What follows belongs to an exercise in optimizing a design on an open flow for small area; a production flow would make more cautious choices. Function not checked in this run: the RTL went through the layout flow alone. Power is estimated from default activity; no workload was simulated.

$ cat config.mk
export PLATFORM = sky130hd
export DESIGN_NAME = retire_unit
export DESIGN_NICKNAME = retire_unit
export VERILOG_FILES = /design/flow/design.v
export SDC_FILE = /design/flow/constraint.sdc
export NUM_CORES = 4
export LEC_CHECK = 0
export CAP_MARGIN = 20
export CORE_MARGIN = 2
export CORE_UTILIZATION = 40
export SLEW_MARGIN = 20
$ cat constraint.sdc
create_clock -name core_clock -period 6.0 [get_ports {clk}]
set_input_delay 1.2000 -clock core_clock [delete_from_list [all_inputs] [get_ports {clk}]]
set_output_delay 1.2000 -clock core_clock [all_outputs]
set_load 0.01 [all_outputs]
$ cat design.v
package retire_unit_pkg;
    localparam int DISPATCH_WIDTH       = 2;
    localparam int PHYS_REGS_ADDR_WIDTH = 6;
    localparam int ARCH_REGS            = 32;
    localparam int FREE_Q_DEPTH         = 64;
    localparam int FREE_Q_ADDR_WIDTH    = $clog2(FREE_Q_DEPTH);
    localparam int COMMIT_W             = 1 + PHYS_REGS_ADDR_WIDTH + 5 + 32 + 32 + 1 + 1 + 1 + 13;
    typedef logic [PHYS_REGS_ADDR_WIDTH-1:0] phys_reg_t;
    typedef struct packed {
        logic        en;
        phys_reg_t   phys_rd;
        logic [4:0]  arch_rd;
        logic [31:0] pc;
        logic [31:0] instr;
        logic        is_branch_instr;
        logic        branch_correct;
        logic        branch_taken;
        logic [12:0] br_offset;
    } rob_commit_t;
endpackage
import retire_unit_pkg::*;
module free_reg_queue
(
    input  logic                  clk,
    input  logic                  rst_n,
    input  logic [1:0]            push_valid,
    input  logic [1:0][PHYS_REGS_ADDR_WIDTH-1:0]       push_data,
    input  logic                  pop_ready,
    output logic [1:0]            out_valid,
    output logic [1:0][PHYS_REGS_ADDR_WIDTH-1:0]       out_data,
    output logic                  overflow
);
    localparam int CW = FREE_Q_ADDR_WIDTH + 1;
    localparam logic [CW-1:0] DEPTH = CW'(FREE_Q_DEPTH);
    localparam logic [FREE_Q_ADDR_WIDTH-1:0] PTR_ONE = FREE_Q_ADDR_WIDTH'(1);
    logic [PHYS_REGS_ADDR_WIDTH-1:0] mem [0:FREE_Q_DEPTH-1];
    logic [FREE_Q_ADDR_WIDTH-1:0] rd_ptr;
    logic [FREE_Q_ADDR_WIDTH-1:0] wr_ptr;
    logic [CW-1:0]                count;
    logic [CW-1:0]                count_after_pop;
    logic [CW-1:0]                space;
    logic [1:0]                   pop_n;
    logic [1:0]                   n_req;
    logic [1:0]                   n_acc;
    logic                         drop;
    logic [PHYS_REGS_ADDR_WIDTH-1:0] first_data;
    always_comb begin
        out_valid       = {count >= CW'(2), count >= CW'(1)};
        out_data[0]     = out_valid[0] ? mem[rd_ptr] : '0;
        out_data[1]     = out_valid[1] ? mem[rd_ptr + PTR_ONE] : '0;
        pop_n           = '0;
        if (pop_ready) pop_n = out_valid[1] ? 2'd2 : {1'b0, out_valid[0]};
        count_after_pop = count - CW'(pop_n);
        n_req           = {1'b0, push_valid[0]} + {1'b0, push_valid[1]};
        first_data      = push_valid[0] ? push_data[0] : push_data[1];
        space           = DEPTH - count_after_pop;
        n_acc           = (space >= CW'(n_req)) ? n_req : space[1:0];
        drop            = (n_acc != n_req);
    end
    always_ff @(posedge clk or negedge rst_n) begin
        if (!rst_n) begin
            rd_ptr   <= '0;
            wr_ptr   <= '0;
            count    <= '0;
            overflow <= 1'b0;
        end else begin
            rd_ptr <= rd_ptr + FREE_Q_ADDR_WIDTH'(pop_n);
            wr_ptr <= wr_ptr + FREE_Q_ADDR_WIDTH'(n_acc);
            count  <= count_after_pop + CW'(n_acc);
            if (drop) overflow <= 1'b1;
        end
    end
    always_ff @(posedge clk) begin
        if (n_acc != 2'd0) mem[wr_ptr] <= first_data;
        if (n_acc == 2'd2) mem[wr_ptr + PTR_ONE] <= push_data[1];
    end
endmodule
import retire_unit_pkg::*;
module retire_unit
(
    input  logic                                clk,
    input  logic                                rst_n,
    input  logic [DISPATCH_WIDTH*COMMIT_W-1:0]      commit_if,
    output logic [DISPATCH_WIDTH-1:0]           free_valid,
    output logic [DISPATCH_WIDTH*PHYS_REGS_ADDR_WIDTH-1:0]     free_phys,
    input  logic                                free_ready,
    output logic                                redirect_valid,
    output logic [31:0]                         redirect_pc,
    output logic [ARCH_REGS*PHYS_REGS_ADDR_WIDTH-1:0]          rrat,
    output logic [63:0]                         instret,
    output logic                                free_q_overflow
);
    logic [DISPATCH_WIDTH-1:0][PHYS_REGS_ADDR_WIDTH-1:0]   free_phys_q;
    logic [ARCH_REGS-1:0][PHYS_REGS_ADDR_WIDTH-1:0]  rrat_q;
    retire_unit_pkg::rob_commit_t                c0;
    retire_unit_pkg::rob_commit_t                c1;
    logic                       mispredict0;
    logic                       mispredict1;
    logic                       retire0;
    logic                       retire1;
    logic                       wr0;
    logic                       wr1;
    logic [1:0]                 push_valid;
    logic [1:0][PHYS_REGS_ADDR_WIDTH-1:0]            push_data;
    logic [ARCH_REGS-1:0][PHYS_REGS_ADDR_WIDTH-1:0]  rrat_d;
    logic                       unused_instr;
    logic [31:0]                target0;
    logic [31:0]                target1;
    assign free_phys    = free_phys_q;
    assign rrat         = rrat_q;
    assign c0           = commit_if[COMMIT_W-1:0];
    assign c1           = commit_if[2*COMMIT_W-1:COMMIT_W];
    assign unused_instr = ^{c0.instr, c1.instr};
    assign target0 = c0.pc + (c0.branch_taken ? {{19{c0.br_offset[12]}}, c0.br_offset} : 32'd4);
    assign target1 = c1.pc + (c1.branch_taken ? {{19{c1.br_offset[12]}}, c1.br_offset} : 32'd4);
    always_comb begin
        mispredict0 = c0.en & c0.is_branch_instr & ~c0.branch_correct;
        retire0     = c0.en;
        retire1     = c1.en & ~mispredict0;
        mispredict1 = retire1 & c1.is_branch_instr & ~c1.branch_correct;
        wr0         = retire0 && (c0.arch_rd != 5'd0);
        wr1         = retire1 && (c1.arch_rd != 5'd0);
        push_valid  = {c1.en && (c1.arch_rd != 5'd0), wr0};
        push_data[0] = rrat_q[c0.arch_rd];
        if (!retire1)
            push_data[1] = c1.phys_rd;
        else if (wr0 && (c0.arch_rd == c1.arch_rd))
            push_data[1] = c0.phys_rd;
        else
            push_data[1] = rrat_q[c1.arch_rd];
        rrat_d = rrat_q;
        if (wr0) rrat_d[c0.arch_rd] = c0.phys_rd;
        if (wr1) rrat_d[c1.arch_rd] = c1.phys_rd;
    end
    always_ff @(posedge clk or negedge rst_n) begin
        if (!rst_n) begin
            redirect_valid <= 1'b0;
            redirect_pc    <= '0;
            for (int i = 0; i < ARCH_REGS; i++) rrat_q[i] <= PHYS_REGS_ADDR_WIDTH'(i);
        end else begin
            redirect_valid <= mispredict0 | mispredict1;
            if (mispredict0)
                redirect_pc <= target0;
            else if (mispredict1)
                redirect_pc <= target1;
            rrat_q <= rrat_d;
        end
    end
    logic [63:0] instret_q;
    always_ff @(posedge clk or negedge rst_n) begin
        if (!rst_n) instret_q <= '0;
        else        instret_q <= instret_q + 64'(retire0) + 64'(retire1);
    end
    assign instret = instret_q;
    free_reg_queue u_free_q (
        .clk        (clk),
        .rst_n      (rst_n),
        .push_valid (push_valid),
        .push_data  (push_data),
        .pop_ready  (free_ready),
        .out_valid  (free_valid),
        .out_data   (free_phys_q),
        .overflow   (free_q_overflow)
    );
endmodule
$ cat run.sh
#!/bin/bash
# synth_recipe.tcl (not shown) runs the flow's synth.tcl, then flattens the netlist and writes it again
# the make line also repeats each setting of config.mk as NAME=value (left out here)
make -C /OpenROAD-flow-scripts/flow DESIGN_CONFIG=/design/flow/config.mk WORK_HOME=/design/flow/orfs CLKGATE_MAP_FILE= SYNTH_SCRIPT=/design/flow/synth_recipe.tcl finish
==> run notes <==
status=complete, no violations; Residual DRC=0; crit end category=output pin; Starting Density=0.4042; IO buf count=426; final hold vios=0; TritonCTS Buffers=84; unique cell type count in the Yosys netlist=86; Comb pwr share=0.483; placed cells=6011; static leakage=22.14 nW; Startpoint Class=flop; HPWL Detailed=144200 um; Worst EP required=4800 ps; IR drop worst, VDD=0.4324 mV; cells after synthesis=4078; core area=116400 um^2; full die area=120300 um^2; clk slew on worst S/H paths=60 ps; Critical Path AT=4450 ps; Root Buffer=clkbuf_16; layout cells sized above 1=0.2130; sequential area share after synthesis=0.4117; IO Pins=491; clk sink count=693; worst path cell trace=buf_4 -> nand3_1 -> xor2_2 -> buf_4 -> mux4_2 -> nor2b_1 -> a211oi_1 -> a211oi_1 -> clkdlybuf4s50_1; post-CTS setup buffers=0; die width=346.9 um; initial antenna violation count=16; CTS H-tree lvls=3; total grt overflow=0; top cell type's share of synthesized area=0.2452; Area growth syn-to-layout=22.81%; floorplan row count=125; unrepaired setup endpoints after global routing=no; relative slew slack=0.1589; CTS tree=yes; ys flop type=edfxtp_1; initial drt markers=5157; slowest cell on the critical path=dfrtp_4; all-layer global routing usage=0.3199; switching part of the total=0.4092; post-route ant nets=0; vias in the first global route=39129; Net Switching=10.77 mW; First-pass DRT Iterations=7; PwrDens=455.8 nW/um^2; Mapped Nets=4369; Clock Skews=46.44 ps; Post-synth ARST share=0.4459; Yosys reg bits=693; top cells by area, synth=edfxtp_1, mux4_2, dfrtp_1, mux2i_1, dfstp_2; clock power share=0.208; count of flip-flops with a built-in enable after synthesis=384; global-route wire length before repair=280600 um; via count=40382; Worst-Margin Slew=1254 ps; Min-Delay Path Class=reg2reg; Die H=346.9 um; period utilization=0.9414; Yosys Warn Count=2; largest net degree at the start of global routing=126; Final nets=4864; worst-skew pair later-pin latency=690 ps; Final min period=5648 ps; FMAX=177.0 MHz; critical path class=reg2out; Clock Path Buffers=3; final setup vio count=0; post-route insts no fill=6178; area leader, netlist=edfxtp_1; worst hold slack=474.0 ps; Worst path max stage delay=670 ps; Slew Viols, Final=0; design area=57760 um^2; cell internal pwr=15.55 mW; max cap viols=0; Seq pwr share=0.309; Syn Area/Cell=11.53 um^2; Post-Syn Area=47030 um^2; Placer Congestion=1.041; Placement Cell Area=54770 um^2; via density per instance=6.536; routed length per instance=31.81 um; crit-path max FO=27; final WL=196500 um
worst paths after layout:
kind,depth (start not counted),start,end,slack [ps]
max in group asynchronous,2,rst_n,u_free_q.rd_ptr[0]$_DFF_PN0_,4230
min,1,instret_q[63]$_DFF_PN0_,instret_q[63]$_DFF_PN0_,470
min reg2reg,1,instret_q[63]$_DFF_PN0_,instret_q[63]$_DFF_PN0_,470
max,9,u_free_q.rd_ptr[1]$_DFF_PN0_,free_phys[8],350
min in group asynchronous,1,rst_n,instret_q[6]$_DFF_PN0_,520
max reg2reg,18,u_free_q.count[2]$_DFF_PN0_,u_free_q.mem[47][0]$_DFFE_PP_,430
critical path, delay by kind of cell (launching register included):
| kind | cells | cell delay (ps) |
|---|---|---|
| buffers and inverters | 3 | 1460 |
| DFF | 1 | 670 |
| AOI/OAI and AO/OA | 2 | 620 |
| and+or+nand+nor | 2 | 410 |
| muxes | 1 | 320 |
| xor gates and xnor gates | 1 | 230 |
logic make-up (layout without fill, tap and decap cells):
family,after synthesis,in the layout,synth area share
and+or+nand+nor,1104,1104,0.1123
AOI/OAI and AO/OA,864,864,0.1239
muxes,778,778,0.2616
DFF,693,693,0.4117
buffers and inverters,371,936,0.03059
xor gates and xnor gates,164,164,0.03083
adders and majority gates,104,104,0.02910
other,0,11,0
cell usage in the layout (no fill, tap or decap), drive strengths merged, types with 48 or more instances in the layout:
cell type	count
nand3	114
clkbuf	106
ha	95
dfrtp	229
inv	58
mux4	360
xor2	58
xnor2	105
buf	303
a211oi	48
a22oi	69
o22ai	57
nor2	265
edfxtp	384
clkdlybuf4s50	421
nand2	408
a21oi	188
o21ai	169
nor3	78
dfstp	80
mux2i	410
cells in the mapped netlist, drive strengths merged (41+ instances only):
master / instances
nor2: 265
buf: 71
inv: 55
and2: 41
a21oi: 188
a22o: 47
mux4: 360
xor2: 58
dfstp: 80
a221o: 47
a22oi: 69
nand3: 114
nand2: 408
a211oi: 48
mux2i: 410
xnor2: 105
ha: 95
edfxtp: 384
o21ai: 169
dfrtp: 229
nor3: 78
nor2b: 45
o22ai: 57
clkbuf: 244
layer usage:
layer,global-route usage,wire (um),part of all wire,vias up
met3,0.06659,20070,0.10,613
met2,0.4993,88800,0.45,2550
li1,-,-,-,16861
met4,0.1893,13900,0.071,8
met5,0,34,0.00017,-
met1,0.4116,73720,0.38,20350
what timing repair did:
| item | 4_1_cts | 5_1_grt |
|---|---|---|
| gates resized for setup | 0 | 3 |
| hold buffers | 0 | 0 |
| hold endpoints to repair | 0 | 0 |
| setup endpoints to repair | 0 | 672 |
flip-flops by register name, indices dropped and copies added (netlist names):
| register | count |
|---|---|
| rrat_q | 192 |
| instret_q | 64 |
| u_free_q.rd_ptr | 6 |
| u_free_q.count | 7 |
| u_free_q.mem | 384 |
| u_free_q.overflow | 1 |
| redirect_valid | 1 |
| redirect_pc | 32 |
| u_free_q.wr_ptr | 6 |
final cells by class:
type                       instances  area [um^2]
timing repair buffer             724         6817
sequential                       693        19370
clock buffer                     106         2276
tap                             1524         1907
antenna                           11        27.53
multi-input combinational       3014        26490
inverter                          56        210.2
clock inverter                    50        660.6
fill                           10475        58600
power by group through the flow:
stage                     logic (mW)  registers (mW)  clock network (mW)
after floorplan                 7.16            7.31                   0
after global placement          12.4            8.03                   0
after detailed placement        12.5            8.00                   0
after CTS                       12.6            7.95                5.54
after global routing            13.3            8.08                5.71
final                           12.7            8.14                5.48
metrics by stage:
stage	power (mW)	setup WS [ps]	setup TNS [ps]	util
after floorplan	14.48	268.4	0	-
after global placement	20.42	40.05	0	0.4706
after detailed placement	20.50	-8.858	-55.13	0.4707
after CTS	26.08	95.48	0	0.4959
after global routing	27.07	6.565	0	0.4963
final	26.33	351.8	0	0.4964

what the ideal ports hide:
The flow's constraints put no driver on any port. The routed layout listed below was extracted and timed again, unchanged, in two steps. Step 1 (the two cells are an assumption about what drives the block):
set clk [get_ports {clk}]
set_driving_cell -lib_cell sky130_fd_sc_hd__clkbuf_16 $clk
set_driving_cell -lib_cell sky130_fd_sc_hd__buf_2 [delete_from_list [all_inputs] $clk]
Step 2, shift: input delay + t, output delay - t, t = (earliest + latest rising clock arrival at the registers) / 2. This alone moves slack from input paths to output paths. Slacks: ideal ports / drivers / drivers and shift; pairs: ideal ports / drivers.
t (ns): 0.742
slack for setup (ns): 0.352 / 0.281 / -0.127
worst setup path after step 2: input to register
slew at the worst register clock pin (ns): 0.07 / 0.07
Met with ideal ports but missed after step 2: setup timing in this run. For this run, drivers alone change the setup slack by -0.071 ns; drivers and shift together by -0.479 ns.
